Context: an optimization exercise on an open-source flow, tuned for small area, a short achievable clock period and few clock cycles per item. The choices shown serve that exercise and are no tape-out recipe. Function was not checked in any run shown here: the RTL went through the layout flow alone.

File: design/flow/config.mk
export PLATFORM = sky130hd
export DESIGN_NAME = sm4Core
export DESIGN_NICKNAME = sm4Core
export VERILOG_FILES = /design/flow/design.v
export SDC_FILE = /design/flow/constraint.sdc
export NUM_CORES = 8
export LEC_CHECK = 0
export CAP_MARGIN = 20
export CORE_MARGIN = 2
export CORE_UTILIZATION = 60
export SETUP_SLACK_MARGIN = 5
export SLEW_MARGIN = 20
export TNS_END_PERCENT = 0
File: design/flow/constraint.sdc
create_clock -name core_clock -period 11.0 [get_ports {clk}]
set_input_delay 2.2000 -clock core_clock [delete_from_list [all_inputs] [get_ports {clk}]]
set_output_delay 2.2000 -clock core_clock [all_outputs]
set_load 0.01 [all_outputs]
File: design/flow/design.v
`default_nettype none
package sm4TablesPkg;
  function automatic logic [1:0] gf4Mul(input logic [1:0] a, input logic [1:0] b);
    logic hh, ll, mm;
    hh = a[1] & b[1];
    ll = a[0] & b[0];
    mm = (a[1] ^ a[0]) & (b[1] ^ b[0]);
    gf4Mul = {mm ^ ll, hh ^ ll};
  endfunction
  function automatic logic [3:0] gf16Mul(input logic [3:0] a, input logic [3:0] b, input logic [1:0] nu);
    logic [1:0] hh, ll, mm;
    hh = gf4Mul(a[3:2], b[3:2]);
    ll = gf4Mul(a[1:0], b[1:0]);
    mm = gf4Mul(a[3:2] ^ a[1:0], b[3:2] ^ b[1:0]);
    gf16Mul = {mm ^ ll, gf4Mul(hh, nu) ^ ll};
  endfunction
  function automatic logic [3:0] gf16Inv2(input logic [3:0] a);
    case (a)
      4'd0: gf16Inv2 = 4'd0;
      4'd1: gf16Inv2 = 4'd1;
      4'd2: gf16Inv2 = 4'd3;
      4'd3: gf16Inv2 = 4'd2;
      4'd4: gf16Inv2 = 4'd15;
      4'd5: gf16Inv2 = 4'd12;
      4'd6: gf16Inv2 = 4'd9;
      4'd7: gf16Inv2 = 4'd11;
      4'd8: gf16Inv2 = 4'd10;
      4'd9: gf16Inv2 = 4'd6;
      4'd10: gf16Inv2 = 4'd8;
      4'd11: gf16Inv2 = 4'd7;
      4'd12: gf16Inv2 = 4'd5;
      4'd13: gf16Inv2 = 4'd14;
      4'd14: gf16Inv2 = 4'd13;
      4'd15: gf16Inv2 = 4'd4;
      default: gf16Inv2 = 4'd0;
    endcase
  endfunction
  function automatic logic [7:0] sbox(input logic [7:0] x);
    logic [7:0] t;
    logic [7:0] v;
    logic [3:0] ah, al, d, di;
    t[0] = x[1] ^ x[2] ^ x[5];
    t[1] = x[1] ^ x[4] ^ x[5] ^ x[6] ^ 1'b1;
    t[2] = x[2] ^ x[5] ^ x[7];
    t[3] = x[3] ^ x[4] ^ 1'b1;
    t[4] = x[0] ^ x[1] ^ x[2] ^ x[4] ^ x[6];
    t[5] = x[6] ^ 1'b1;
    t[6] = x[2] ^ x[7] ^ 1'b1;
    t[7] = x[0] ^ x[1] ^ x[2] ^ x[3] ^ x[4] ^ x[5] ^ x[6] ^ 1'b1;
    ah = t[7:4];
    al = t[3:0];
    d  = gf16Mul(ah, ah, 2'd2) ;
    d  = gf16Mul(d, 4'd9, 2'd2) ^ gf16Mul(ah, al, 2'd2) ^ gf16Mul(al, al, 2'd2);
    di = gf16Inv2(d);
    v  = {gf16Mul(ah, di, 2'd2), gf16Mul(ah ^ al, di, 2'd2)};
    sbox[0] = v[0] ^ v[2] ^ v[4] ^ v[6] ^ 1'b1;
    sbox[1] = v[0] ^ v[6] ^ 1'b1;
    sbox[2] = v[1] ^ v[2] ^ v[4] ^ v[5] ^ v[6];
    sbox[3] = v[0] ^ v[4] ^ v[6] ^ v[7];
    sbox[4] = v[1] ^ v[3] ^ v[7] ^ 1'b1;
    sbox[5] = v[1] ^ v[3] ^ v[5];
    sbox[6] = v[0] ^ v[1] ^ 1'b1;
    sbox[7] = v[0] ^ v[1] ^ v[2] ^ v[3] ^ v[5] ^ 1'b1;
  endfunction
  function automatic logic [31:0] ck(input logic [4:0] i);
    case (i)
      5'd0: ck = 32'h00070e15;
      5'd1: ck = 32'h1c232a31;
      5'd2: ck = 32'h383f464d;
      5'd3: ck = 32'h545b6269;
      5'd4: ck = 32'h70777e85;
      5'd5: ck = 32'h8c939aa1;
      5'd6: ck = 32'ha8afb6bd;
      5'd7: ck = 32'hc4cbd2d9;
      5'd8: ck = 32'he0e7eef5;
      5'd9: ck = 32'hfc030a11;
      5'd10: ck = 32'h181f262d;
      5'd11: ck = 32'h343b4249;
      5'd12: ck = 32'h50575e65;
      5'd13: ck = 32'h6c737a81;
      5'd14: ck = 32'h888f969d;
      5'd15: ck = 32'ha4abb2b9;
      5'd16: ck = 32'hc0c7ced5;
      5'd17: ck = 32'hdce3eaf1;
      5'd18: ck = 32'hf8ff060d;
      5'd19: ck = 32'h141b2229;
      5'd20: ck = 32'h30373e45;
      5'd21: ck = 32'h4c535a61;
      5'd22: ck = 32'h686f767d;
      5'd23: ck = 32'h848b9299;
      5'd24: ck = 32'ha0a7aeb5;
      5'd25: ck = 32'hbcc3cad1;
      5'd26: ck = 32'hd8dfe6ed;
      5'd27: ck = 32'hf4fb0209;
      5'd28: ck = 32'h10171e25;
      5'd29: ck = 32'h2c333a41;
      5'd30: ck = 32'h484f565d;
      5'd31: ck = 32'h646b7279;
      default: ck = 32'h0;
    endcase
  endfunction
  localparam logic [127:0] FK = {
    32'ha3b1bac6,
    32'h56aa3350,
    32'h677d9197,
    32'hb27022dc
  };
  function automatic logic [31:0] rotl(input logic [31:0] w, input int unsigned n);
    rotl = (w << n) | (w >> (32 - n));
  endfunction
  function automatic logic [31:0] tauSub(input logic [31:0] a);
    tauSub = {sbox(a[31:24]), sbox(a[23:16]), sbox(a[15:8]), sbox(a[7:0])};
  endfunction
  function automatic logic [31:0] dataT(input logic [31:0] x);
    logic [31:0] b;
    b = tauSub(x);
    dataT = b ^ rotl(b, 2) ^ rotl(b, 10) ^ rotl(b, 18) ^ rotl(b, 24);
  endfunction
  function automatic logic [31:0] keyT(input logic [31:0] x);
    logic [31:0] b;
    b = tauSub(x);
    keyT = b ^ rotl(b, 13) ^ rotl(b, 23);
  endfunction
endpackage
`default_nettype wire
`default_nettype none
package sm4CorePkg;
  localparam int WORD_W  = 32;
  localparam int BLOCK_W = 128;
  localparam int ROUNDS  = 32;
  localparam int ROUND_W = 5;
endpackage
`default_nettype wire
`default_nettype none
import sm4CorePkg::*;
module sm4Core (
  input  wire logic                             clk,
  input  wire logic                             rst_n,
  input  wire logic                             start,
  input  wire logic                             decrypt,
  input  wire logic [sm4CorePkg::BLOCK_W-1:0]   key,
  input  wire logic [sm4CorePkg::BLOCK_W-1:0]   textIn,
  output logic [sm4CorePkg::BLOCK_W-1:0]        textOut,
  output logic                                  done
);
  localparam logic [ROUND_W-1:0] CNT_LAST = ROUND_W'(ROUNDS - 1);
  localparam logic [WORD_W-1:0]  CK1      = 32'h1c232a31;
  localparam logic [WORD_W-1:0]  CK31     = 32'h646b7279;
  logic               busy;
  logic               spec;
  logic               hitR;
  logic               rounds;
  logic               decMode;
  logic               valid;
  logic [ROUND_W-1:0] cnt;
  logic [ROUND_W-1:0] cntNext;
  logic               accept;
  logic               missNow;
  logic               lastRound;
  logic               toRounds;
  logic               keyBack;
  logic               dataRound;
  logic               saveEnd;
  logic [BLOCK_W-1:0] keyIn;
  logic [BLOCK_W-1:0] kw;
  logic [BLOCK_W-1:0] ko;
  assign keyIn     = key ^ sm4TablesPkg::FK;
  assign accept    = start && !busy;
  assign missNow   = spec && !hitR;
  assign lastRound = busy && rounds && !spec && (cnt == '0);
  assign toRounds  = busy && !rounds && (!decMode || cnt == CNT_LAST);
  always_comb
  begin
    if (accept)
      cntNext = decrypt ? CNT_LAST : ROUND_W'(1);
    else if (!busy || lastRound || missNow)
      cntNext = '0;
    else if (rounds ? decMode : (decMode && cnt == CNT_LAST))
      cntNext = rounds ? cnt - 1'b1 : cnt;
    else
      cntNext = cnt + 1'b1;
  end
  always_ff @(posedge clk or negedge rst_n)
  begin
    if (!rst_n)
    begin
      busy      <= 1'b0;
      spec      <= 1'b0;
      hitR      <= 1'b0;
      rounds    <= 1'b0;
      decMode   <= 1'b0;
      valid     <= 1'b0;
      cnt       <= '0;
      done      <= 1'b0;
      keyBack   <= 1'b0;
      dataRound <= 1'b0;
    end
    else
    begin
      done <= lastRound;
      cnt  <= cntNext;
      spec <= accept;
      hitR <= valid && (keyIn == kw);
      keyBack   <= accept ? decrypt
                          : (busy && !lastRound && !missNow && decMode && (rounds || toRounds));
      dataRound <= accept || (busy && !lastRound && !missNow && (rounds || toRounds));
      if (accept)
      begin
        busy    <= 1'b1;
        rounds  <= 1'b1;
        decMode <= decrypt;
      end
      else
      begin
        if (lastRound)
        begin
          busy  <= 1'b0;
          valid <= 1'b1;
        end
        if (missNow)
          rounds <= 1'b0;
        else if (toRounds)
          rounds <= 1'b1;
      end
    end
  end
  logic [WORD_W-1:0] ckReg;
  always_ff @(posedge clk)
  begin
    if (accept)
      ckReg <= decrypt ? CK31 : CK1;
    else
      ckReg <= sm4TablesPkg::ck(cntNext);
  end
  logic [WORD_W-1:0] k0, k1, k2, k3;
  logic [WORD_W-1:0] tk;
  logic [WORD_W-1:0] e0, e1, e2, e3;
  logic              stepFwd;
  logic              stepBack;
  logic              encEnd;
  assign {k0, k1, k2, k3} = kw;
  assign tk = sm4TablesPkg::keyT(k1 ^ k2 ^ (keyBack ? k0 : k3) ^ ckReg);
  assign encEnd   = lastRound && !decMode;
  assign stepFwd  = (accept && !decrypt) || (busy && !keyBack && !encEnd && !missNow);
  assign stepBack = busy && keyBack && !missNow;
  always_comb
  begin
    if ((accept && decrypt) || missNow || encEnd)
      {e0, e1, e2, e3} = ko;
    else if (stepFwd)
      {e0, e1, e2, e3} = {k1, k2, k3, k0};
    else if (stepBack)
      {e0, e1, e2, e3} = {k3, k0, k1, k2};
    else
      {e0, e1, e2, e3} = kw;
  end
  always_ff @(posedge clk)
    kw <= {(tk & {WORD_W{stepBack}}) ^ e0, e1, e2, (tk & {WORD_W{stepFwd}}) ^ e3};
  assign saveEnd = busy && !missNow && (decMode ? (rounds && cnt == CNT_LAST)
                                                : (!rounds || cnt == '0));
  always_ff @(posedge clk)
  begin
    if (accept)
      ko <= keyIn;
    else if (saveEnd)
      ko <= kw;
  end
  logic [WORD_W-1:0] x0, x1, x2, x3;
  logic [WORD_W-1:0] ty;
  logic              dataStep;
  assign dataStep = dataRound && !missNow;
  assign ty = sm4TablesPkg::dataT(x1 ^ x2 ^ x3 ^ k3);
  always_ff @(posedge clk)
  begin
    if (accept)
      {x0, x1, x2} <= textIn[127:32];
    else if (dataStep)
      {x0, x1, x2} <= {x1, x2, x3};
  end
  always_ff @(posedge clk)
    x3 <= (ty & {WORD_W{dataStep}}) ^ (accept ? textIn[31:0] : (dataStep ? x0 : x3));
  assign textOut = {x3, x2, x1, x0};
endmodule
`default_nettype wire
File: design/flow/flow/run.sh
#!/bin/bash
# Own layout flow: the standard flow (standard.sh), with
#  - synthesis as standard.sh does it, except for the ABC mapping script
#    (flow/abc.script) used for the logic between the registers;
#  - the ORFS knobs in flow/knobs.txt added to the layout's make call.
# Registers, their names and cells are the standard synthesis's: the
# flip-flops are mapped before ABC runs and ABC does not touch them.
# Each tool's full output goes to a log file of its own in this folder.
set -euo pipefail
here=$(pwd)
fdir=$here/flow

# synthesis script: synth_recipe.tcl with ORFS's synth.tcl swapped for a copy
# whose abc call uses flow/abc.script.
sed "s#^  log_cmd abc {\*}\$abc_args#  set abc_args [lreplace \$abc_args 1 1 $fdir/abc.script]\n  log_cmd abc {*}\$abc_args#" \
  "$FLOW_HOME/scripts/synth.tcl" > "$here/own_synth.tcl"
grep -q "abc.script" "$here/own_synth.tcl"
sed "s#\$::env(SCRIPTS_DIR)/synth.tcl#$here/own_synth.tcl#" "$here/synth_recipe.tcl" > "$here/own_synth_recipe.tcl"
grep -q "own_synth.tcl" "$here/own_synth_recipe.tcl"

knobs=()
if [[ -f $fdir/knobs.txt ]]; then
  while IFS= read -r line; do
    [[ -n "$line" && "$line" != \#* ]] && knobs+=("$line")
  done < "$fdir/knobs.txt"
fi

bash standard.sh "SYNTH_SCRIPT=$here/own_synth_recipe.tcl" synth > "$here/synth.log" 2>&1
bash standard.sh "SYNTH_SCRIPT=$here/own_synth_recipe.tcl" "${knobs[@]}" finish > "$here/layout.log" 2>&1
test -f "$here/out/final.def"
File: design/flow/flow/abc.script
&get -n
&st
&dch
&nf
&st
&syn2
&if -g -K 6
&synch2
&nf
&st
&syn2
&if -g -K 6
&synch2
&nf
&st
&syn2
&if -g -K 6
&synch2
&nf
&st
&syn2
&if -g -K 6
&synch2
&nf
&st
&syn2
&if -g -K 6
&synch2
&nf
&put
buffer -c
topo
stime -c
upsize -c
dnsize -c
File: design/flow/flow/knobs.txt
BUFFER_PORTS_ARGS=-buffer_cell sky130_fd_sc_hd__buf_1
File: design/flow/standard.sh
#!/bin/bash
# synth_recipe.tcl (not shown) runs the flow's synth.tcl, then flattens the netlist and writes it again
# the make line also repeats each setting of config.mk as NAME=value (left out here)
make -C /OpenROAD-flow-scripts/flow DESIGN_CONFIG=/design/flow/config.mk WORK_HOME=/design/flow/orfs CLKGATE_MAP_FILE= SYNTH_SCRIPT=/design/flow/synth_recipe.tcl "${@:-finish}"
==> results of run 1 <==
==> area by class of cell <==
cell class | instances | area, µm² | area share, %
multi-input cells | 3515 | 28800 | 61.9
flip-flops and latches | 419 | 11400 | 24.5
repair buffers | 603 | 3230 | 6.94
clock buffers | 64 | 1310 | 2.82
well taps | 855 | 1070 | 2.30
inverters | 112 | 432 | 0.928
clock inverters | 26 | 285 | 0.613
diodes | 2 | 5.00 | 0.0108
==> cells by family after synthesis <==
logic type | after synthesis | synth area share, %
muxes | 139 | 4.06
buffers and inverters | 363 | 3.80
adders and majority gates | 76 | 2.40
AOI/OAI and AO/OA | 761 | 13.1
xor gates and xnor gates | 1131 | 32.0
and+or+nand+nor | 1408 | 15.5
DFF | 419 | 29.1
==> worst max-delay path, stage by stage (launching register included) <==
cell	delay, ns
dfrtp_4	0.58
bufbuf_16	0.34
mux2i_4	0.20
xnor2_2	0.23
xnor3_2	0.45
xnor2_4	0.23
xor2_1	0.18
ha_2	0.23
xnor2_2	0.15
xor2_1	0.21
xnor3_2	0.41
xor3_1	0.33
inv_1	0.14
ha_1	0.22
mux2_2	0.30
nand2_1	0.07
nand2_1	0.16
xnor2_2	0.22
nor4_1	0.46
a311oi_2	0.13
xnor2_2	0.22
xnor2_2	0.51
xnor2_2	0.17
xor2_1	0.18
or4_1	0.43
nand3_1	0.11
==> synthesized netlist by cell type (all sizes together) (28+ instances only) <==
cell type  number
nand2         773
xnor2         704
nor2          337
xor2          289
edfxtp        288
o21ai         213
clkbuf        190
a21oi         147
xnor3         120
dfxtp         117
mux2i         112
inv           109
a221oi         88
ha             70
buf            61
nand3          54
nor3           46
o22ai          42
a311oi         34
o211ai         28
==> worst paths after layout <==
check	endpoint	slack [ns]	cells past startpoint
worst max-delay path	kw[2]$_DFF_P_	4.06	25
worst min-delay path	kw[20]$_DFF_P_	0.54	2
worst max register to register	kw[2]$_DFF_P_	4.06	25
worst min register to register	kw[20]$_DFF_P_	0.54	2
max in group asynchronous	keyBack$_DFF_PN0_	8.80	1
min in group asynchronous	cnt[3]$_DFF_PN0_	1.61	1
==> per-layer routing <==
layer | GRT usage, % | up-vias | part of all wire [%]
met5 | 0 | - | 0.043
met4 | 24.2 | 10 | 7.5
met3 | 6.16 | 469 | 9.1
met2 | 65.3 | 1907 | 45
met1 | 52.5 | 16700 | 38
li1 | - | 15700 | -
==> flip-flops by register name, indices dropped and copies added (netlist names) <==
register / flops
ko: 128
kw: 128
x0: 32
x1: 32
x2: 32
x3: 32
ckReg: 21
cnt: 5
busy: 1
dataRound: 1
decMode: 1
done: 1
hitR: 1
keyBack: 1
rounds: 1
spec: 1
valid: 1
==> stage by stage <==
stage	worst slack [ns]	instances	util, %
after detailed placement	2.46	5326	63.4
after floorplan	3.90	4297	-
after global placement	2.72	5326	63.4
after global routing	3.89	5594	72.3
final	4.06	5596	72.3
after CTS	4.25	5536	70.4
==> what timing repair did <==
| item | in CTS | in global routing |
|---|---|---|
| setup endpoints to repair | 96 | 96 |
| hold endpoints to repair | 0 | 0 |
| gates resized for setup | 316 | 102 |
| pin swaps | 105 | 57 |
| cloned | 1 | 1 |
| setup buffers | 119 | 57 |
==> key figures, run 1 <==
Route
  – Drt wl/cell: 25.3 µm
  – Vias/cell: around 6.2
  – DRT iter0 DRCs: 4133
  – Vias: roughly 35000
  – DRC violation count after routing: 0
  – Initial DRT Pass Iterations: 6
  – Antenna-violating nets left: 0
  – Routed WL: 142000 µm

Synth
  – Yosys cell types: 113
  – Syn Area/Cell: roughly 9.1 µm²
  – Synth warn: 1
  – Asr flop ratio synth: 3.34%
  – Netlist Area Pre-Place: 38900 µm²
  – Syn Nets: 4627
  – EDFF count, synth: 288
  – Synth Flop Type: edfxtp_1
  – Part of the Yosys area used for sequential elements: 29.1%
  – Top-area cell type share of the netlist area: 22.2%
  – Syn Inst Count: 4297
  – Top cells by area, synth: edfxtp_1, xnor2_1, nand2_1
  – Synth Register Bits: 419
  – Largest area contributor in the netlist: edfxtp_1

Clock tree
  – CTS tree: built
  – H-tree depth: 2
  – CTS Root Cell: clkbuf_16
  – Clk buf depth: 3
  – CTS buffer count: 48
  – Clock Latency Late Sink: 0.63 ns
  – Clock sinks: 419
  – Hold_buf cts: 0
  – Worst-path clk slew: 0.06 ns

Worst setup path
  – CP endpoint kind: register
  – Arrival time at the worst endpoint: about 7.5 ns
  – Worst Setup SP: keyBack$_DFF_PN0_
  – Worst r2r src: keyBack$_DFF_PN0_
  – Critical Path RT: 11.55 ns
  – Crit-path max FO: 10
  – Startpoint Class: register
  – Setup CP Type: register to register

STA
  – Fin. Hold Viols: 0
  – Final period util: about 63%
  – Fmax achieved: ~0.14 GHz
  – Min Clock Period, post-route: 6.94 ns
  – Max Slew Vio Count: 0
  – Final setup viols: 0
  – Worst-Margin Slew: about 1.1 ns
  – Normalized max-slew margin: 30.0%
  – Unrepaired setup endpoints after global routing: yes
  – Layout Skew: 0.0295 ns
  – Total Neg Setup Slack: 0 ns
  – Worst Hold Slack: 0.535 ns

Worst hold path
  – Min-delay src: ko[20]$_DFFE_PP_
  – Worst Hold Class: register to register

Die
  – DIE HEIGHT: 259 µm
  – Die Area: 66900 µm²
  – Initial Utilization: 60.5%
  – Std-Cell Rows: 93
  – Boundary pin count: 389
  – Chip Width: 259 µm
  – Core outline area: 64300 µm²

Finish
  – Commonest non-fill, non-tap cell in the layout: nand2_1
  – Fillers: 4951
  – Design Area, Final: about 46000 µm²
  – Area grow syn2layout: 19.5%
  – Fraction of layout cells with a size suffix above 1: 16.3%
  – Most frequent cells in the layout: nand2_1, xnor2_1, buf_1, nor2_1, edfxtp_1
  – Nets: 5029

Place
  – Area after DPL: 40800 µm²
  – # port buffers: approximately 390
  – HPWL after DPL: 103000 µm
  – Final Wtd Congestion: 0.996

Global routing
  – Global-route wire length before repair: 206000 µm
  – Final global-route overflow total: 0
  – Number of global-route vias before repair: 32500
  – GRT Overall Usage: 40.8%
  – Largest net degree at the start of global routing: 225
  – Initial antenna violation count: 7

Outcome
  – Outcome: timing/DRC/antenna clean

Run
  – Max-capacitance violation count: 0
==> inputs of run 2 (changes only) <==
--- a/design/flow/config.mk
+++ b/design/flow/config.mk
@@ -8,6 +8,6 @@
 export CAP_MARGIN = 20
 export CORE_MARGIN = 2
 export CORE_UTILIZATION = 60
-export SETUP_SLACK_MARGIN = 5
+export SETUP_SLACK_MARGIN = 4.5
 export SLEW_MARGIN = 20
 export TNS_END_PERCENT = 0
==> key figures, run 2 <==
Global routing
  – GRT Overall Usage: 40.8% (unchanged)
  – Largest net degree at the start of global routing: 225 (unchanged)
  – Final global-route overflow total: 0 (unchanged)
  – Global-route wire length before repair: 206000 µm (unchanged)
  – Initial antenna violation count: 7 (unchanged)
  – Number of global-route vias before repair: 32500 (unchanged)

Route
  – DRC violation count after routing: 0 (unchanged)
  – DRT iter0 DRCs: 4133 (unchanged)
  – Antenna-violating nets left: 0 (unchanged)
  – Drt wl/cell: 25.3 µm (unchanged)
  – Initial DRT Pass Iterations: 6 (unchanged)
  – Vias: 34700 (unchanged)
  – Routed WL: 142000 µm (unchanged)
  – Vias/cell: 6.21 (unchanged)

Worst setup path
  – Reg2reg setup slack: 4.06 ns (about the same)
  – Largest incremental delay on the critical path: 0.58 ns (about the same)
  – Crit-path max FO: 10 (unchanged)
  – Startpoint Class: register (unchanged)
  – Most frequent CP cell: xnor2_2 (unchanged)
  – Delay-heaviest family, CP: XOR/XNOR gates (unchanged)
  – Arrival time at the worst endpoint: 7.49 ns (about the same)
  – Critical Path RT: 11.55 ns (about the same)
  – Worst Path Buf+Inv: 2 (unchanged)
  – Crit-path slowest cell: dfrtp_4 (unchanged)
  – Setup CP Type: register to register (unchanged)
  – CP endpoint kind: register (unchanged)

Place
  – Area after DPL: 40800 µm² (unchanged)
  – DP Cell Count: 5326 (unchanged)
  – Final Wtd Congestion: 0.996 (unchanged)
  – Dpl ws: 2.46 ns (unchanged)
  – HPWL after DPL: 103000 µm (unchanged)
  – # port buffers: 388 (unchanged)

Finish
  – Top Registers: ko (128), kw (128) (unchanged)
  – Most frequent cells in the layout: nand2_1, xnor2_1, buf_1, nor2_1, edfxtp_1 (unchanged)
  – Commonest non-fill, non-tap cell in the layout: nand2_1 (unchanged)
  – Area grow syn2layout: 19.5% (unchanged)
  – Register area: 11400 µm² (unchanged)
  – Fraction of layout cells with a size suffix above 1: 16.3% (unchanged)
  – Nets: 5029 (unchanged)
  – Final non-filler cell total: 5596 (unchanged)
  – Design Area, Final: 46500 µm² (unchanged)
  – Multi-input logic area: 28800 µm² (unchanged)
  – Fillers: 4951 (unchanged)

STA
  – Final setup viols: 0 (unchanged)
  – Unrepaired setup endpoints after global routing: yes (unchanged)
  – Fmax achieved: 0.144 GHz (unchanged)
  – Min Clock Period, post-route: 6.94 ns (unchanged)
  – Layout Skew: 0.0295 ns (unchanged)
  – Worst-Margin Slew: 1.05 ns (unchanged)
  – Worst Hold Slack: 0.535 ns (unchanged)
  – Final period util: 63.1% (unchanged)
  – Max Slew Vio Count: 0 (unchanged)
  – Setup ws final: 4.06 ns (unchanged)
  – Normalized max-slew margin: 30.0% (unchanged)
  – Fin. Hold Viols: 0 (unchanged)
  – Total Neg Setup Slack: 0 ns (unchanged)

Synth
  – Part of the Yosys area used for sequential elements: 29.1% (unchanged)
  – Syn Inst Count: 4297 (unchanged)
  – Top cells by area, synth: edfxtp_1, xnor2_1, nand2_1 (unchanged)
  – EDFF count, synth: 288 (unchanged)
  – Synth Register Bits: 419 (unchanged)
  – Count leader, synth: nand2_1 (unchanged)
  – Commonest cells in the netlist: nand2_1, xnor2_1, nor2_1 (unchanged)
  – Asr flop ratio synth: 3.34% (unchanged)
  – Syn Area/Cell: 9.06 µm² (unchanged)
  – Synth Flop Type: edfxtp_1 (unchanged)
  – Largest area contributor in the netlist: edfxtp_1 (unchanged)
  – Netlist Area Pre-Place: 38900 µm² (unchanged)
  – Synth warn: 1 (unchanged)
  – Top-area cell type share of the netlist area: 22.2% (unchanged)
  – Yosys cell types: 113 (unchanged)
  – Syn Nets: 4627 (unchanged)

Die
  – Std-Cell Rows: 93 (unchanged)
  – Core outline area: 64300 µm² (unchanged)
  – DIE HEIGHT: 259 µm (unchanged)
  – Boundary pin count: 389 (unchanged)
  – Die Area: 66900 µm² (unchanged)
  – Initial Utilization: 60.5% (unchanged)
  – Chip Width: 259 µm (unchanged)

Clock tree
  – CTS tree: built (unchanged)
  – Worst-path clk slew: 0.06 ns (about the same)
  – CTS buffer count: 48 (unchanged)
  – Clock sinks: 419 (unchanged)
  – CTS Root Cell: clkbuf_16 (unchanged)
  – Clk buf depth: 3 (unchanged)
  – Hold_buf cts: 0 (unchanged)
  – Clock Latency Late Sink: 0.63 ns (about the same)
  – H-tree depth: 2 (unchanged)

Run
  – Max-capacitance violation count: 0 (unchanged)

Outcome
  – Outcome: timing/DRC/antenna clean (unchanged)

Worst hold path
  – Worst Hold Class: register to register (unchanged)
==> run 2: final cells by class <==
class | count | share of cell area (%)
inverters | 112 | 0.928
flip-flops and latches | 419 | 24.5
diodes | 2 | 0.0108
well taps | 855 | 2.30
repair buffers | 603 | 6.94
clock buffers | 64 | 2.82
clock inverters | 26 | 0.613
multi-input cells | 3515 | 61.9
==> run 2: path summary, 6_finish.rpt <==
| path | from | to | cells after the start |
|---|---|---|---|
| max in group asynchronous | rst_n | keyBack$_DFF_PN0_ | 1 |
| worst min register to register | ko[20]$_DFFE_PP_ | kw[20]$_DFF_P_ | 2 |
| worst min-delay path | ko[20]$_DFFE_PP_ | kw[20]$_DFF_P_ | 2 |
| worst max register to register | keyBack$_DFF_PN0_ | kw[2]$_DFF_P_ | 25 |
| min in group asynchronous | rst_n | cnt[3]$_DFF_PN0_ | 1 |
| worst max-delay path | keyBack$_DFF_PN0_ | kw[2]$_DFF_P_ | 25 |
==> run 2: kinds of logic after synthesis <==
family | count (synthesis) | share of synthesized area (%)
simple gates | 1408 | 15.5
fa+ha+maj | 76 | 2.40
flops | 419 | 29.1
compound gates | 761 | 13.1
xor+xnor | 1131 | 32.0
buf+inv | 363 | 3.80
mux | 139 | 4.06
==> run 2: stage by stage <==
stage               utilization [%]
finish                         72.3
global route                   72.3
CTS                            70.4
detailed placement             63.4
global placement               63.4
floorplan                         -
==> run 2: tightest hold or removal path: cells and delay by family (launching register included) <==
family / cells / cell delay [ns]
XOR/XNOR: 1 / 0.11
AO/OA/AOI/OAI: 1 / 0.05
flip-flops: 1 / 0.34
==> run 2: routing by layer <==
metal / wire length (µm) / GRT usage [%]
met1: 53700 / 52.5
met2: 64200 / 65.3
met4: 10600 / 24.2
met3: 12900 / 6.16
met5: 61 / 0
==> run 2: timing repair <==
action | in CTS | in global routing
pin swaps | 105 | 57
setup endpoints to repair | 96 | 96
resized for setup | 316 | 102
buffers inserted | 119 | 57
cloned | 1 | 1
==> inputs of run 3 (changes only) <==
--- a/design/flow/config.mk
+++ b/design/flow/config.mk
@@ -8,6 +8,7 @@
 export CAP_MARGIN = 20
 export CORE_MARGIN = 2
 export CORE_UTILIZATION = 60
-export SETUP_SLACK_MARGIN = 4.5
+export PLACE_DENSITY = 0.75
+export SETUP_SLACK_MARGIN = 5
 export SLEW_MARGIN = 20
 export TNS_END_PERCENT = 0
==> key figures, run 3 <==
Outcome
  – Outcome: timing/DRC/antenna clean (unchanged)

Die
  – Die Area: 66900 µm² (unchanged)
  – Std-Cell Rows: 93 (unchanged)
  – DIE HEIGHT: 259 µm (unchanged)
  – Core outline area: 64300 µm² (unchanged)
  – Boundary pin count: 389 (unchanged)
  – Initial Utilization: 60.5% (unchanged)
  – Chip Width: 259 µm (unchanged)

Worst setup path
  – Worst r2r src: keyBack$_DFF_PN0_ (unchanged)
  – Cells on worst reg2reg path: 26 (was 25)
  – FF-to-FF End: kw[19]$_DFF_P_ (was kw[2]$_DFF_P_)
  – Reg2reg setup slack: 4.02 ns (was 4.06 ns)
  – CP endpoint kind: register (unchanged)
  – Crit-path max FO: 6 (was 10)
  – Critical Path RT: 11.49 ns (was 11.55 ns)
  – Setup CP Type: register to register (unchanged)
  – Arrival time at the worst endpoint: 7.47 ns (was 7.49 ns)
  – Startpoint Class: register (unchanged)

Place
  – Area after DPL: 40700 µm² (was 40800 µm²)
  – # port buffers: 388 (unchanged)
  – Final Wtd Congestion: 0.993 (was 0.996)
  – HPWL after DPL: 98800 µm (was 103000 µm)
  – Dpl ws: 2.53 ns (was 2.46 ns)

Global routing
  – GR met2 Demand/Resource: 65.0% (was 65.3%)
  – GRT Max-Usage Layer: met2 (unchanged)
  – Final global-route overflow total: 0 (unchanged)
  – Global-route wire length before repair: 206000 µm (about the same)
  – Initial antenna violation count: 13 (was 7)
  – Number of global-route vias before repair: 33300 (was 32500)
  – Largest net degree at the start of global routing: 230 (was 225)
  – GRT met1 Usage: 49.8% (was 52.5%)
  – GR Util met3: 8.47% (was 6.16%)
  – GRT Overall Usage: 40.5% (was 40.8%)

Worst hold path
  – Worst hold path depth: 2 (unchanged)
  – Min-delay src: ko[107]$_DFFE_PP_ (was ko[20]$_DFFE_PP_)
  – Worst hold endpoint: kw[107]$_DFF_P_ (was kw[20]$_DFF_P_)
  – Worst Hold Class: register to register (unchanged)

Clock tree
  – Clock Latency Late Sink: 0.64 ns (was 0.63 ns)
  – Worst-path clk slew: 0.06 ns (about the same)
  – CTS Root Cell: clkbuf_16 (unchanged)
  – Clk buf depth: 3 (unchanged)
  – CTS tree: built (unchanged)
  – H-tree depth: 2 (unchanged)
  – Hold_buf cts: 0 (unchanged)
  – CTS buffer count: 49 (was 48)
  – Clock sinks: 419 (unchanged)

Finish
  – Fraction of layout cells with a size suffix above 1: 17.6% (was 16.3%)
  – Most frequent cells in the layout: nand2_1, xnor2_1, buf_1, nor2_1, edfxtp_1 (unchanged)
  – Nets: 5055 (was 5029)
  – Top Registers: ko (128), kw (128) (unchanged)
  – Design Area, Final: 46900 µm² (was 46500 µm²)
  – Area grow syn2layout: 20.5% (was 19.5%)
  – Commonest non-fill, non-tap cell in the layout: nand2_1 (unchanged)

Synth
  – Syn Area/Cell: 9.06 µm² (unchanged)
  – Synth Register Bits: 419 (unchanged)
  – Part of the Yosys area used for sequential elements: 29.1% (unchanged)
  – Synth Flop Type: edfxtp_1 (unchanged)
  – Asr flop ratio synth: 3.34% (unchanged)
  – Syn Nets: 4627 (unchanged)
  – Synth warn: 1 (unchanged)
  – Commonest cells in the netlist: nand2_1, xnor2_1, nor2_1 (unchanged)
  – Largest area contributor in the netlist: edfxtp_1 (unchanged)
  – Netlist Area Pre-Place: 38900 µm² (unchanged)
  – Top cells by area, synth: edfxtp_1, xnor2_1, nand2_1 (unchanged)
  – Syn Inst Count: 4297 (unchanged)
  – Count leader, synth: nand2_1 (unchanged)
  – Yosys cell types: 113 (unchanged)
  – EDFF count, synth: 288 (unchanged)
  – Top-area cell type share of the netlist area: 22.2% (unchanged)

STA
  – Layout Skew: 0.0314 ns (was 0.0295 ns)
  – Unrepaired setup endpoints after global routing: yes (unchanged)
  – Fmax achieved: 0.143 GHz (was 0.144 GHz)
  – Final setup viols: 0 (unchanged)
  – Setup ws final: 4.02 ns (was 4.06 ns)
  – Final period util: 63.5% (was 63.1%)
  – Min Clock Period, post-route: 6.98 ns (was 6.94 ns)
  – Worst-Margin Slew: 1.12 ns (was 1.05 ns)
  – Fin. Hold Viols: 0 (unchanged)
  – Total Neg Setup Slack: 0 ns (unchanged)
  – Worst Hold Slack: 0.532 ns (was 0.535 ns)
  – Max Slew Vio Count: 0 (unchanged)
  – Normalized max-slew margin: 25.3% (was 30.0%)

Route
  – DRC violation count after routing: 0 (unchanged)
  – Drt wl/cell: 25.3 µm (about the same)
  – Antenna-violating nets left: 0 (unchanged)
  – DRT iter0 DRCs: 4910 (was 4133)
  – Routed WL: 142000 µm (about the same)
  – Initial DRT Pass Iterations: 9 (was 6)
  – Vias: 35500 (was 34700)
  – Vias/cell: 6.31 (was 6.21)

Run
  – Max-capacitance violation count: 0 (unchanged)
run 3: logic make-up after synthesis:
| family | Yosys count | share of synthesized area, % |
|---|---|---|
| muxes | 139 | 4.06 |
| and+or+nand+nor | 1408 | 15.5 |
| adders and majority gates | 76 | 2.40 |
| buffers and inverters | 363 | 3.80 |
| DFF | 419 | 29.1 |
| xor gates and xnor gates | 1131 | 32.0 |
| AOI/OAI and AO/OA | 761 | 13.1 |
run 3: worst max path at each step:
stage / from / end / slack, ns / cells past startpoint
detailed placement: keyBack$_DFF_PN0_ / kw[2]$_DFF_P_ / 2.53 / 25
global route: keyBack$_DFF_PN0_ / kw[11]$_DFF_P_ / 3.73 / 24
global placement: keyBack$_DFF_PN0_ / kw[2]$_DFF_P_ / 2.75 / 25
floorplan: x2[30]$_DFFE_PP_ / x3[12]$_DFF_P_ / 3.90 / 23
CTS: keyBack$_DFF_PN0_ / kw[23]$_DFF_P_ / 4.30 / 28
finish: keyBack$_DFF_PN0_ / kw[19]$_DFF_P_ / 4.02 / 26
run 3: per-stage QoR:
stage	utilization (%)	std cells
floorplan	-	4297
global placement	63.3	5320
detailed placement	63.3	5320
CTS	71.1	5560
global route	72.9	5629
finish	72.9	5630
run 3: layer usage:
metal | up-vias | wire (µm)
li1 | 15700 | -
met4 | 4 | 11400
met2 | 2289 | 64900
met3 | 543 | 15500
met5 | - | 23
met1 | 17000 | 50400
run 3: repair_timing:
| item | 4_1_cts | 5_1_grt |
|---|---|---|
| resized for setup | 348 | 101 |
| setup endpoints to repair | 96 | 96 |
| buffers inserted | 146 | 61 |
| cloned | 2 | 0 |
| pin swaps | 129 | 69 |
run 3: cell type report:
type,count,area [µm²]
clock inverters,21,268
fillers,4560,17400
flip-flops and latches,419,11400
repair buffers,628,3480
well taps,855,1070
inverters,112,432
diodes,9,22.5
multi-input cells,3515,28800
clock buffers,71,1430
run 3: critical path: stages (launching register included):
cell	delay (ns)
dfrtp_4	0.50
buf_12	0.16
bufbuf_16	0.29
mux2i_4	0.21
xnor2_4	0.22
xnor3_2	0.49
xnor2_2	0.22
xor2_2	0.21
xor2_1	0.23
ha_2	0.23
xor2_2	0.17
xnor2_1	0.15
xnor3_2	0.34
xor2_4	0.20
ha_4	0.30
inv_1	0.08
mux4_2	0.56
nand2_2	0.13
xor2_2	0.17
xnor2_2	0.18
xor2_2	0.33
xor2_2	0.39
xor2_1	0.41
xnor2_4	0.20
xor2_1	0.19
o21ai_0	0.16
o21ai_0	0.10
==> inputs of run 4 (changes only) <==
--- a/design/flow/config.mk
+++ b/design/flow/config.mk
@@ -7,8 +7,7 @@
 export LEC_CHECK = 0
 export CAP_MARGIN = 20
 export CORE_MARGIN = 2
-export CORE_UTILIZATION = 60
-export PLACE_DENSITY = 0.75
+export CORE_UTILIZATION = 70
 export SETUP_SLACK_MARGIN = 5
 export SLEW_MARGIN = 20
 export TNS_END_PERCENT = 0
==> key figures, run 4 <==
Outcome
  – Outcome: timing/DRC/antenna clean (unchanged)

Global routing
  – GRT met1 Usage: 58.7% (was 49.8%)
  – GRT Overall Usage: 49.4% (was 40.5%)
  – Initial antenna violation count: 9 (was 13)
  – GR Util met3: 12.6% (was 8.47%)
  – GRT Max-Usage Layer: met2 (unchanged)
  – Final global-route overflow total: 0 (unchanged)
  – Number of global-route vias before repair: 34600 (was 33300)
  – GR met2 Demand/Resource: 74.6% (was 65.0%)
  – Global-route wire length before repair: 212000 µm (was 206000 µm)
  – Largest net degree at the start of global routing: 223 (was 230)

Die
  – Die Area: 57500 µm² (was 66900 µm²)
  – Initial Utilization: 70.8% (was 60.5%)
  – Chip Width: 240 µm (was 259 µm)
  – Std-Cell Rows: 86 (was 93)
  – DIE HEIGHT: 240 µm (was 259 µm)
  – Core outline area: 55000 µm² (was 64300 µm²)
  – Boundary pin count: 389 (unchanged)

Route
  – Vias: 37100 (was 35500)
  – Antenna-violating nets left: 0 (unchanged)
  – DRC violation count after routing: 0 (unchanged)
  – DRT iter0 DRCs: 5283 (was 4910)
  – Routed WL: 149000 µm (was 142000 µm)
  – Initial DRT Pass Iterations: 9 (unchanged)
  – Drt wl/cell: 27.0 µm (was 25.3 µm)
  – Vias/cell: 6.73 (was 6.31)

Clock tree
  – Clock Latency Late Sink: 0.63 ns (was 0.64 ns)
  – Worst-path clk slew: 0.07 ns (was 0.06 ns)
  – CTS buffer count: 46 (was 49)
  – CTS tree: built (unchanged)
  – H-tree depth: 2 (unchanged)
  – CTS Root Cell: clkbuf_16 (unchanged)
  – Clk buf depth: 3 (unchanged)
  – Clock sinks: 419 (unchanged)

Finish
  – Fraction of layout cells with a size suffix above 1: 17.0% (was 17.6%)
  – Top Registers: ko (128), kw (128) (unchanged)
  – Nets: 5049 (was 5055)
  – Most frequent cells in the layout: nand2_1, xnor2_1, buf_1, nor2_1, edfxtp_1 (unchanged)
  – Final non-filler cell total: 5511 (was 5630)
  – Commonest non-fill, non-tap cell in the layout: nand2_1 (unchanged)
  – Area grow syn2layout: 19.6% (was 20.5%)

Worst setup path
  – Critical Path RT: 11.52 ns (was 11.49 ns)
  – Crit-path max FO: 6 (unchanged)
  – Crit-path slowest cell: xnor3_1 (was mux4_2)
  – CP endpoint kind: register (unchanged)
  – Crit path cell chain: xnor2_1 -> xnor2_2 -> xnor3_1 -> ha_1 -> xnor2_1 -> xnor2_1 -> a21oi_1 -> or3_1 -> nand3_1 -> nand2_1 -> ha_1 -> mux4_2 -> buf_12 -> xnor2_4 -> nor2_1 -> a21oi_1 -> a211oi_1 -> xnor2_2 -> xor3_2 -> xnor2_2 -> xor2_1 -> a21oi_1 -> a21o_1
  – Largest incremental delay on the critical path: 0.59 ns (was 0.56 ns)
  – Arrival time at the worst endpoint: 7.75 ns (was 7.47 ns)
  – Startpoint Class: register (unchanged)
  – Setup CP Type: register to register (unchanged)

STA
  – Unrepaired setup endpoints after global routing: yes (unchanged)
  – Final period util: 65.7% (was 63.5%)
  – Layout Skew: 0.0371 ns (was 0.0314 ns)
  – Final setup viols: 0 (unchanged)
  – Worst-Margin Slew: 1.20 ns (was 1.12 ns)
  – Total Neg Setup Slack: 0 ns (unchanged)
  – Normalized max-slew margin: 20.1% (was 25.3%)
  – Fmax achieved: 0.138 GHz (was 0.143 GHz)
  – Max Slew Vio Count: 0 (unchanged)
  – Fin. Hold Viols: 0 (unchanged)
  – Setup ws final: 3.77 ns (was 4.02 ns)
  – Min Clock Period, post-route: 7.23 ns (was 6.98 ns)
  – Worst Hold Slack: 0.526 ns (was 0.532 ns)

Synth
  – EDFF count, synth: 288 (unchanged)
  – Top cells by area, synth: edfxtp_1, xnor2_1, nand2_1 (unchanged)
  – Synth warn: 1 (unchanged)
  – Top-area cell type share of the netlist area: 22.2% (unchanged)
  – Yosys cell types: 113 (unchanged)
  – Synth Flop Type: edfxtp_1 (unchanged)
  – Commonest cells in the netlist: nand2_1, xnor2_1, nor2_1 (unchanged)
  – Largest area contributor in the netlist: edfxtp_1 (unchanged)
  – Part of the Yosys area used for sequential elements: 29.1% (unchanged)
  – Syn Nets: 4627 (unchanged)
  – Syn Area/Cell: 9.06 µm² (unchanged)
  – Syn Inst Count: 4297 (unchanged)
  – Synth Register Bits: 419 (unchanged)
  – Count leader, synth: nand2_1 (unchanged)
  – Netlist Area Pre-Place: 38900 µm² (unchanged)
  – Asr flop ratio synth: 3.34% (unchanged)

Place
  – Final Wtd Congestion: 1.04 (was 0.993)
  – DP Cell Count: 5216 (was 5320)
  – # port buffers: 388 (unchanged)
  – Dpl ws: 2.50 ns (was 2.53 ns)
  – HPWL after DPL: 99000 µm (was 98800 µm)

Run
  – Max-capacitance violation count: 0 (unchanged)

Worst hold path
  – Worst Hold Class: register to register (unchanged)
[run 4: metal layers]
layer	share of wire [%]	vias up
met2	43	3210
met5	0.027	-
met3	13	876
met4	11	8
li1	-	15800
met1	33	17200
[run 4: final timing paths]
kind / startpoint / endpoint / slack (ns) / cells after the start
worst max-delay path: x3[21]$_DFF_P_ / x3[9]$_DFF_P_ / 3.77 / 23
worst max register to register: x3[21]$_DFF_P_ / x3[9]$_DFF_P_ / 3.77 / 23
worst min-delay path: ko[99]$_DFFE_PP_ / kw[99]$_DFF_P_ / 0.53 / 2
min in group asynchronous: rst_n / hitR$_DFF_PN0_ / 1.70 / 1
worst min register to register: ko[99]$_DFFE_PP_ / kw[99]$_DFF_P_ / 0.53 / 2
max in group asynchronous: rst_n / keyBack$_DFF_PN0_ / 8.59 / 1
[run 4: logic make-up (layout without fill, tap and decap cells)]
family,Yosys count,in the layout,synth area share (%)
fa+ha+maj,76,76,2.40
compound gates,761,761,13.1
buf+inv,363,822,3.80
flops,419,419,29.1
xor+xnor,1131,1131,32.0
mux,139,140,4.06
simple gates,1408,1408,15.5
other cells,0,6,0
[run 4: area by class of cell]
cell class,count,area [µm²]
Tap cell,748,936
Timing Repair Buffer,624,3360
Clock buffer,60,1240
Multi-Input combinational cell,3516,28800
Clock inverter,26,335
Antenna cell,6,15.0
Inverter,112,428
Fill cell,3005,8450
Sequential cell,419,11400
[run 4: critical path, delay by kind of cell, from the launching register on]
| kind | cells | cell delay [ns] |
|---|---|---|
| XOR/XNOR | 10 | 3.14 |
| AND/OR/NAND/NOR | 4 | 1.00 |
| AO/OA/AOI/OAI | 5 | 0.95 |
| adder cells (fa/ha/maj) | 2 | 0.71 |
| multiplexers | 1 | 0.56 |
| flip-flops | 1 | 0.54 |
| buffers and inverters | 1 | 0.17 |
[run 4: per-stage QoR]
| step | util, % | instance area, µm² |
|---|---|---|
| 2_1_floorplan | - | 38900 |
| 4_1_cts | 83.4 | 45800 |
| 3_3_place_gp | 73.8 | 40600 |
| 6_report | 84.6 | 46500 |
| 3_5_place_dp | 73.8 | 40600 |
| 5_1_grt | 84.6 | 46500 |
[run 4: repair_timing]
action | in CTS | in global routing
setup endpoints to repair | 96 | 96
hold buffers | 0 | 0
buffers inserted | 165 | 35
gates resized for setup | 367 | 57
pin swaps | 136 | 36
cloned | 3 | 0
==> inputs of run 5 (changes only) <==
--- a/design/flow/design.v
+++ b/design/flow/design.v
@@ -239,7 +239,7 @@
   logic              stepBack;
   logic              encEnd;
   assign {k0, k1, k2, k3} = kw;
-  assign tk = sm4TablesPkg::keyT(k1 ^ k2 ^ (keyBack ? k0 : k3) ^ ckReg);
+  assign tk = sm4TablesPkg::keyT(((k1 ^ k2) ^ (k3 ^ ckReg)) ^ ((k0 ^ k3) & {WORD_W{keyBack}}));
   assign encEnd   = lastRound && !decMode;
   assign stepFwd  = (accept && !decrypt) || (busy && !keyBack && !encEnd && !missNow);
   assign stepBack = busy && keyBack && !missNow;
--- a/design/flow/config.mk
+++ b/design/flow/config.mk
@@ -7,7 +7,7 @@
 export LEC_CHECK = 0
 export CAP_MARGIN = 20
 export CORE_MARGIN = 2
-export CORE_UTILIZATION = 70
+export CORE_UTILIZATION = 60
 export SETUP_SLACK_MARGIN = 5
 export SLEW_MARGIN = 20
 export TNS_END_PERCENT = 0
==> key figures, run 5 <==
Synth
  – Yosys cell types: 116 (was 113)
  – Top cells by area, synth: edfxtp_1, xnor2_1, nand2_1 (unchanged)
  – Synth Register Bits: 419 (unchanged)
  – Commonest cells in the netlist: nand2_1, xnor2_1, nor2_1 (unchanged)
  – Synth warn: 1 (unchanged)
  – Top-area cell type share of the netlist area: 22.0% (was 22.2%)
  – Synth Flop Type: edfxtp_1 (unchanged)
  – Largest area contributor in the netlist: edfxtp_1 (unchanged)
  – Syn Inst Count: 4371 (was 4297)
  – Syn Area/Cell: 8.99 µm² (was 9.06 µm²)
  – EDFF count, synth: 288 (unchanged)
  – Syn Nets: 4701 (was 4627)
  – Asr flop ratio synth: 3.34% (unchanged)
  – Count leader, synth: nand2_1 (unchanged)
  – Part of the Yosys area used for sequential elements: 28.9% (was 29.1%)
  – Netlist Area Pre-Place: 39300 µm² (was 38900 µm²)

Place
  – Final Wtd Congestion: 0.986 (was 1.04)
  – # port buffers: 388 (unchanged)
  – HPWL after DPL: 104000 µm (was 99000 µm)
  – Dpl ws: 2.49 ns (was 2.50 ns)

Global routing
  – Final global-route overflow total: 0 (unchanged)
  – GRT Overall Usage: 42.2% (was 49.4%)
  – Largest net degree at the start of global routing: 173 (was 223)
  – Number of global-route vias before repair: 33700 (was 34600)
  – Initial antenna violation count: 5 (was 9)
  – Global-route wire length before repair: 215000 µm (was 212000 µm)

STA
  – Total Neg Setup Slack: 0 ns (unchanged)
  – Normalized max-slew margin: 23.8% (was 20.1%)
  – Unrepaired setup endpoints after global routing: yes (unchanged)
  – Min Clock Period, post-route: 7.12 ns (was 7.23 ns)
  – Final setup viols: 0 (unchanged)
  – Fin. Hold Viols: 0 (unchanged)
  – Setup ws final: 3.88 ns (was 3.77 ns)
  – Final period util: 64.7% (was 65.7%)
  – Layout Skew: 0.0577 ns (was 0.0371 ns)
  – Fmax achieved: 0.140 GHz (was 0.138 GHz)
  – Worst-Margin Slew: 1.14 ns (was 1.20 ns)
  – Max Slew Vio Count: 0 (unchanged)

Worst setup path
  – Crit-path max FO: 7 (was 6)
  – FF-to-FF End: kw[8]$_DFF_P_ (was x3[9]$_DFF_P_)
  – Worst r2r src: keyBack$_DFF_PN0_ (was x3[21]$_DFF_P_)
  – Setup CP Type: register to register (unchanged)
  – Largest incremental delay on the critical path: 0.58 ns (was 0.59 ns)
  – Arrival time at the worst endpoint: 7.57 ns (was 7.75 ns)
  – Crit-path slowest cell: dfrtp_4 (was xnor3_1)
  – CP endpoint kind: register (unchanged)
  – Startpoint Class: register (unchanged)
  – Critical Path RT: 11.45 ns (was 11.52 ns)
  – Cells on worst reg2reg path: 28 (was 23)
  – Reg2reg setup slack: 3.88 ns (was 3.77 ns)

Clock tree
  – Hold_buf cts: 0 (unchanged)
  – CTS buffer count: 49 (was 46)
  – Clock Latency Late Sink: 0.66 ns (was 0.63 ns)
  – H-tree depth: 2 (unchanged)
  – Worst-path clk slew: 0.06 ns (was 0.07 ns)
  – Clk buf depth: 3 (unchanged)
  – CTS Root Cell: clkbuf_16 (unchanged)
  – Clock sinks: 419 (unchanged)
  – CTS tree: built (unchanged)

Worst hold path
  – Worst Hold Class: register to register (unchanged)
  – Worst hold endpoint: kw[49]$_DFFE_PP_ (was kw[99]$_DFF_P_)
  – Min-delay src: ko[49]$_DFFE_PP_ (was ko[99]$_DFFE_PP_)
  – Worst hold path depth: 2 (unchanged)

Route
  – Routed WL: 148000 µm (was 149000 µm)
  – DRT iter0 DRCs: 4872 (was 5283)
  – Antenna-violating nets left: 0 (unchanged)
  – Vias: 36500 (was 37100)
  – DRC violation count after routing: 0 (unchanged)
  – Initial DRT Pass Iterations: 8 (was 9)
  – Drt wl/cell: 25.7 µm (was 27.0 µm)
  – Vias/cell: 6.34 (was 6.73)

Finish
  – Most frequent cells in the layout: nand2_1, xnor2_1, buf_1, nor2_1, edfxtp_1 (unchanged)
  – Final Util: 75.5% (was 84.6%)
  – Register area: 11400 µm² (about the same)
  – Commonest non-fill, non-tap cell in the layout: nand2_1 (unchanged)
  – Area grow syn2layout: 24.1% (was 19.6%)
  – Nets: 5189 (was 5049)
  – Fraction of layout cells with a size suffix above 1: 20.6% (was 17.0%)
  – Top Registers: ko (128), kw (128) (unchanged)
  – Fillers: 4647 (was 3005)
  – Multi-input logic area: 30100 µm² (was 28800 µm²)

Run
  – Max-capacitance violation count: 0 (unchanged)

Die
  – Initial Utilization: 60.9% (was 70.8%)
  – Chip Width: 260 µm (was 240 µm)
  – DIE HEIGHT: 260 µm (was 240 µm)
  – Die Area: 67600 µm² (was 57500 µm²)
  – Boundary pin count: 389 (unchanged)
  – Std-Cell Rows: 93 (was 86)
  – Core outline area: 64600 µm² (was 55000 µm²)

Outcome
  – Outcome: timing/DRC/antenna clean (unchanged)
## run 5: cell types whose count changed after synthesis, moves of 11 or more
| cell | delta |
|---|---|
| a31oi_1 | -11 |
| o211ai_1 | +15 |
| nor2_1 | +17 |
| buf_1 | +13 |
| xnor2_2 | +12 |
| clkbuf_1 | -12 |
| a21oi_1 | +32 |
| o21ai_0 | +12 |
| xnor2_1 | -40 |
## run 5: repair_timing
action	CTS	global route
setup endpoints to repair	96	96
buffers inserted	235	37
resized for setup	511	85
pin swaps	197	63
gates cloned	1	0
## run 5: cells by family (layout without fill, tap and decap cells)
family | Yosys count | after routing | share of synthesized area, %
multiplexers | 133 | 133 | 3.75
AO/OA/AOI/OAI | 845 | 845 | 14.4
buffers and inverters | 367 | 896 | 3.79
XOR/XNOR | 1098 | 1098 | 31.3
flip-flops | 419 | 419 | 28.9
other | 0 | 3 | 0
AND/OR/NAND/NOR | 1430 | 1430 | 15.4
adder cells (fa/ha/maj) | 79 | 79 | 2.46
## run 5: worst max-delay path by stage
| stage | startpoint | to | slack [ns] | depth (start not counted) |
|---|---|---|---|---|
| 6_report | keyBack$_DFF_PN0_ | kw[8]$_DFF_P_ | 3.88 | 28 |
| 5_1_grt | keyBack$_DFF_PN0_ | kw[27]$_DFF_P_ | 3.74 | 28 |
| 4_1_cts | keyBack$_DFF_PN0_ | kw[10]$_DFF_P_ | 4.42 | 25 |
| 3_5_place_dp | keyBack$_DFF_PN0_ | kw[5]$_DFF_P_ | 2.49 | 26 |
| 3_3_place_gp | keyBack$_DFF_PN0_ | kw[5]$_DFF_P_ | 2.45 | 26 |
| 2_1_floorplan | x2[16]$_DFFE_PP_ | x3[13]$_DFF_P_ | 4.01 | 27 |
## run 5: worst max-delay path: cells and delay by family (launching register included)
kind,cells,cell delay [ns]
buffers and inverters,4,0.68
AO/OA/AOI/OAI,2,0.26
XOR/XNOR,16,3.89
AND/OR/NAND/NOR,2,0.29
adder cells (fa/ha/maj),2,0.48
flip-flops,1,0.58
multiplexers,2,0.75
## run 5: metrics by stage
step	hold slack, ns	cells	cell area, µm²
CTS	0.533	5718	47900
detailed placement	0.520	5390	41100
finish	0.533	5758	48800
global placement	0.518	5390	41100
floorplan	0.435	4371	39300
global route	0.563	5757	48800
## run 5: final cells by class
type                    instances  share of cell area (%)
clock inverters                18                   0.593
flip-flops and latches        419                    23.4
multi-input cells            3585                    61.8
inverters                     114                   0.893
diodes                          3                  0.0154
clock buffers                  74                    2.95
repair buffers                690                    8.16
well taps                     855                    2.19
## run 5: metal layers
layer | part of all wire (%) | track usage (%)
met4 | 6.4 | 22.2
met1 | 39 | 59.5
met2 | 43 | 61.2
met3 | 12 | 8.63
met5 | 0.0088 | 0
==> inputs of run 6 (changes only) <==
--- a/design/flow/design.v
+++ b/design/flow/design.v
@@ -239,7 +239,7 @@
   logic              stepBack;
   logic              encEnd;
   assign {k0, k1, k2, k3} = kw;
-  assign tk = sm4TablesPkg::keyT(((k1 ^ k2) ^ (k3 ^ ckReg)) ^ ((k0 ^ k3) & {WORD_W{keyBack}}));
+  assign tk = sm4TablesPkg::keyT(k1 ^ k2 ^ (keyBack ? k0 : k3) ^ ckReg);
   assign encEnd   = lastRound && !decMode;
   assign stepFwd  = (accept && !decrypt) || (busy && !keyBack && !encEnd && !missNow);
   assign stepBack = busy && keyBack && !missNow;
==> design/flow/flow/abc.script (replaced) <==
strash
dch
map -B 0.9
topo
stime -c
buffer -c
upsize -c
dnsize -c
==> key figures, run 6 <==
Worst setup path
  – Largest incremental delay on the critical path: 0.61 ns (was 0.58 ns)
  – Startpoint Class: register (unchanged)
  – Crit-path slowest cell: dfrtp_4 (unchanged)
  – Cells on worst reg2reg path: 46 (was 28)
  – FF-to-FF End: kw[126]$_DFF_P_ (was kw[8]$_DFF_P_)
  – Reg2reg setup slack: 4.96 ns (was 3.88 ns)
  – Setup CP Type: register to register (unchanged)
  – Critical Path RT: 11.51 ns (was 11.45 ns)
  – Most frequent CP cell: nand2_1
  – Worst r2r src: keyBack$_DFF_PN0_ (unchanged)
  – CP endpoint kind: register (unchanged)
  – Arrival time at the worst endpoint: 6.55 ns (was 7.57 ns)
  – Crit-path max FO: 8 (was 7)

Clock tree
  – Worst-path clk slew: 0.07 ns (was 0.06 ns)
  – Clock Latency Late Sink: 0.64 ns (was 0.66 ns)
  – Clk buf depth: 3 (unchanged)
  – CTS tree: built (unchanged)
  – H-tree depth: 2 (unchanged)
  – Clock sinks: 419 (unchanged)
  – CTS buffer count: 49 (unchanged)
  – CTS Root Cell: clkbuf_16 (unchanged)

Route
  – DRT iter0 DRCs: 7341 (was 4872)
  – Routed WL: 184000 µm (was 148000 µm)
  – Antenna-violating nets left: 0 (unchanged)
  – Vias: 52700 (was 36500)
  – Drt wl/cell: 21.2 µm (was 25.7 µm)
  – Initial DRT Pass Iterations: 9 (was 8)
  – Vias/cell: 6.06 (was 6.34)
  – DRC violation count after routing: 0 (unchanged)

STA
  – Layout Skew: 0.0374 ns (was 0.0577 ns)
  – Final setup viols: 0 (unchanged)
  – Fmax achieved: 0.166 GHz (was 0.140 GHz)
  – Unrepaired setup endpoints after global routing: yes (unchanged)
  – Final period util: 54.9% (was 64.7%)
  – Total Neg Setup Slack: 0 ns (unchanged)
  – Fin. Hold Viols: 0 (unchanged)
  – Min Clock Period, post-route: 6.04 ns (was 7.12 ns)
  – Max Slew Vio Count: 0 (unchanged)
  – Worst-Margin Slew: 1.17 ns (was 1.14 ns)
  – Worst Hold Slack: 0.505 ns (was 0.533 ns)
  – Normalized max-slew margin: 22.1% (was 23.8%)

Global routing
  – GR Util met3: 12.9% (was 8.63%)
  – GRT Overall Usage: 44.8% (was 42.2%)
  – Final global-route overflow total: 0 (unchanged)
  – GRT met1 Usage: 52.4% (was 59.5%)
  – Largest net degree at the start of global routing: 188 (was 173)
  – GR met2 Demand/Resource: 70.4% (was 61.2%)
  – Initial antenna violation count: 29 (was 5)
  – GRT Max-Usage Layer: met2 (unchanged)
  – Number of global-route vias before repair: 45400 (was 33700)
  – Global-route wire length before repair: 258000 µm (was 215000 µm)

Place
  – # port buffers: 388 (unchanged)
  – Final Wtd Congestion: 1.05 (was 0.986)
  – HPWL after DPL: 135000 µm (was 104000 µm)

Worst hold path
  – Worst hold path depth: 2 (unchanged)
  – Worst Hold Class: register to register (unchanged)
  – Worst hold endpoint: kw[62]$_DFFE_PP_ (was kw[49]$_DFFE_PP_)
  – Min-delay src: ko[62]$_DFFE_PP_ (was ko[49]$_DFFE_PP_)

Finish
  – Fraction of layout cells with a size suffix above 1: 16.1% (was 20.6%)
  – Area grow syn2layout: 19.5% (was 24.1%)
  – Most frequent cells in the layout: nand2_1, nand3_1, inv_1, o21ai_0, buf_1 (was nand2_1, xnor2_1, buf_1, nor2_1, edfxtp_1)
  – Top Registers: ko (128), kw (128) (unchanged)
  – Nets: 8010 (was 5189)
  – Commonest non-fill, non-tap cell in the layout: nand2_1 (unchanged)
  – Final Util: 72.5% (was 75.5%)

Synth
  – Asr flop ratio synth: 3.34% (unchanged)
  – Count leader, synth: nand2_1 (unchanged)
  – Syn Inst Count: 7245 (was 4371)
  – Largest area contributor in the netlist: nand2_1 (was edfxtp_1)
  – Synth warn: 1 (unchanged)
  – Top cells by area, synth: nand2_1, edfxtp_1, nand3_1 (was edfxtp_1, xnor2_1, nand2_1)
  – Syn Nets: 7575 (was 4701)
  – Synth Flop Type: edfxtp_1 (unchanged)
  – Part of the Yosys area used for sequential elements: 26.1% (was 28.9%)
  – Synth Register Bits: 419 (unchanged)
  – Yosys cell types: 63 (was 116)
  – EDFF count, synth: 288 (unchanged)
  – Top-area cell type share of the netlist area: 27.0% (was 22.0%)
  – Syn Area/Cell: 5.99 µm² (was 8.99 µm²)
  – Netlist Area Pre-Place: 43400 µm² (was 39300 µm²)
  – Commonest cells in the netlist: nand2_1, nand3_1, inv_1 (was nand2_1, xnor2_1, nor2_1)

Die
  – DIE HEIGHT: 273 µm (was 260 µm)
  – Initial Utilization: 60.6% (was 60.9%)
  – Core outline area: 71600 µm² (was 64600 µm²)
  – Chip Width: 273 µm (was 260 µm)
  – Boundary pin count: 389 (unchanged)
  – Die Area: 74500 µm² (was 67600 µm²)
  – Std-Cell Rows: 98 (was 93)

Outcome
  – Outcome: timing/DRC/antenna clean (unchanged)

Run
  – Max-capacitance violation count: 0 (unchanged)
run 6: cell type report:
cell class                      count  area (µm²)
Multi-Input combinational cell   5782       31300
Fill cell                        6008       19700
Sequential cell                   419       11400
Inverter                          857        3300
Timing Repair Buffer              571        3120
Clock buffer                       62        1270
Tap cell                          950        1190
Clock inverter                     30         282
Antenna cell                       20        50.0
run 6: worst max path at each step:
stage / start / to / slack, ns / depth (start not counted)
after floorplan: start / x0[0]$_DFFE_PP_ / 5.05 / 6
after global placement: keyBack$_DFF_PN0_ / kw[20]$_DFF_P_ / 3.83 / 47
after detailed placement: keyBack$_DFF_PN0_ / kw[17]$_DFF_P_ / 3.74 / 45
after CTS: x3[18]$_DFF_P_ / x3[1]$_DFF_P_ / 4.93 / 42
after global routing: keyBack$_DFF_PN0_ / kw[126]$_DFF_P_ / 4.62 / 50
final: keyBack$_DFF_PN0_ / kw[126]$_DFF_P_ / 4.96 / 46
run 6: logic make-up after synthesis:
kind of cell               Yosys count  share of synthesized area, %
adders and majority gates           70                          2.02
buffers and inverters             1045                          9.28
xor gates and xnor gates           315                          7.04
AOI/OAI and AO/OA                  774                          9.96
and+or+nand+nor                   4622                          45.6
DFF                                419                          26.1
run 6: stage by stage:
step | instances | setup WS (ns) | instance area (µm²)
2_1_floorplan | 7245 | 5.05 | 43400
3_3_place_gp | 8420 | 3.83 | 45500
3_5_place_dp | 8421 | 3.74 | 45600
4_1_cts | 8535 | 4.93 | 47700
5_1_grt | 8686 | 4.62 | 51900
6_report | 8691 | 4.96 | 51900
run 6: worst max-delay path, delay by kind of cell, from the launching register on:
family / cells / cell delay [ns]
and+or+nand+nor: 32 / 3.29
adders and majority gates: 2 / 0.53
DFF: 1 / 0.61
xor gates and xnor gates: 1 / 0.19
AOI/OAI and AO/OA: 1 / 0.11
buffers and inverters: 10 / 1.17
run 6: timing repair:
item	4_1_cts	5_1_grt
hold buffers	0	0
setup endpoints to repair	96	96
pin swaps	7	203
cloned	0	8
resized for setup	101	740
buffers inserted	22	127
run 6: per-layer routing:
layer / part of all wire, % / vias to the layer above
li1: - / 24300
met1: 34 / 23700
met2: 43 / 3657
met3: 14 / 997
met4: 9.3 / 20
met5: 0.068 / -

static timing again, ports no longer ideal:
No port has a modelled driver above. Below, the same layouts with a new extraction and two added sets of constraints. Step 1: set_driving_cell puts a clkbuf_16 on clk and a buf_2 on each other input, an assumption about the parent block. Step 2 adds t to the input delays and takes it off the output delays; t is the mean of the earliest and latest rising clock arrival at the registers after step 1. Input paths then give back, and output paths get back, about the clock's delay inside the block. a / b / c = ideal ports / drivers / drivers and shift; a / b = the first two.
run | t (ns) | setup WS [ns] | worst setup path at the end | worst data-port slew with drivers (ns)
run 1 | 0.681 | 4.059 / 4.059 / 4.059 | register to register | 0.15
run 2 | 0.681 | 4.059 / 4.059 / 4.059 | register to register | 0.15
run 3 | 0.692 | 4.016 / 4.016 / 4.016 | register to register | 0.13
run 4 | 0.679 | 3.770 / 3.770 / 3.770 | register to register | 0.14
run 5 | 0.701 | 3.881 / 3.881 / 3.881 | register to register | 0.16
run 6 | 0.691 | 4.963 / 4.963 / 4.945 | input to register | 0.21
After both steps every run listed still meets setup and hold. For run 6, which loses most, drivers alone change the setup slack by 0.000 ns; drivers and shift together by -0.018 ns.
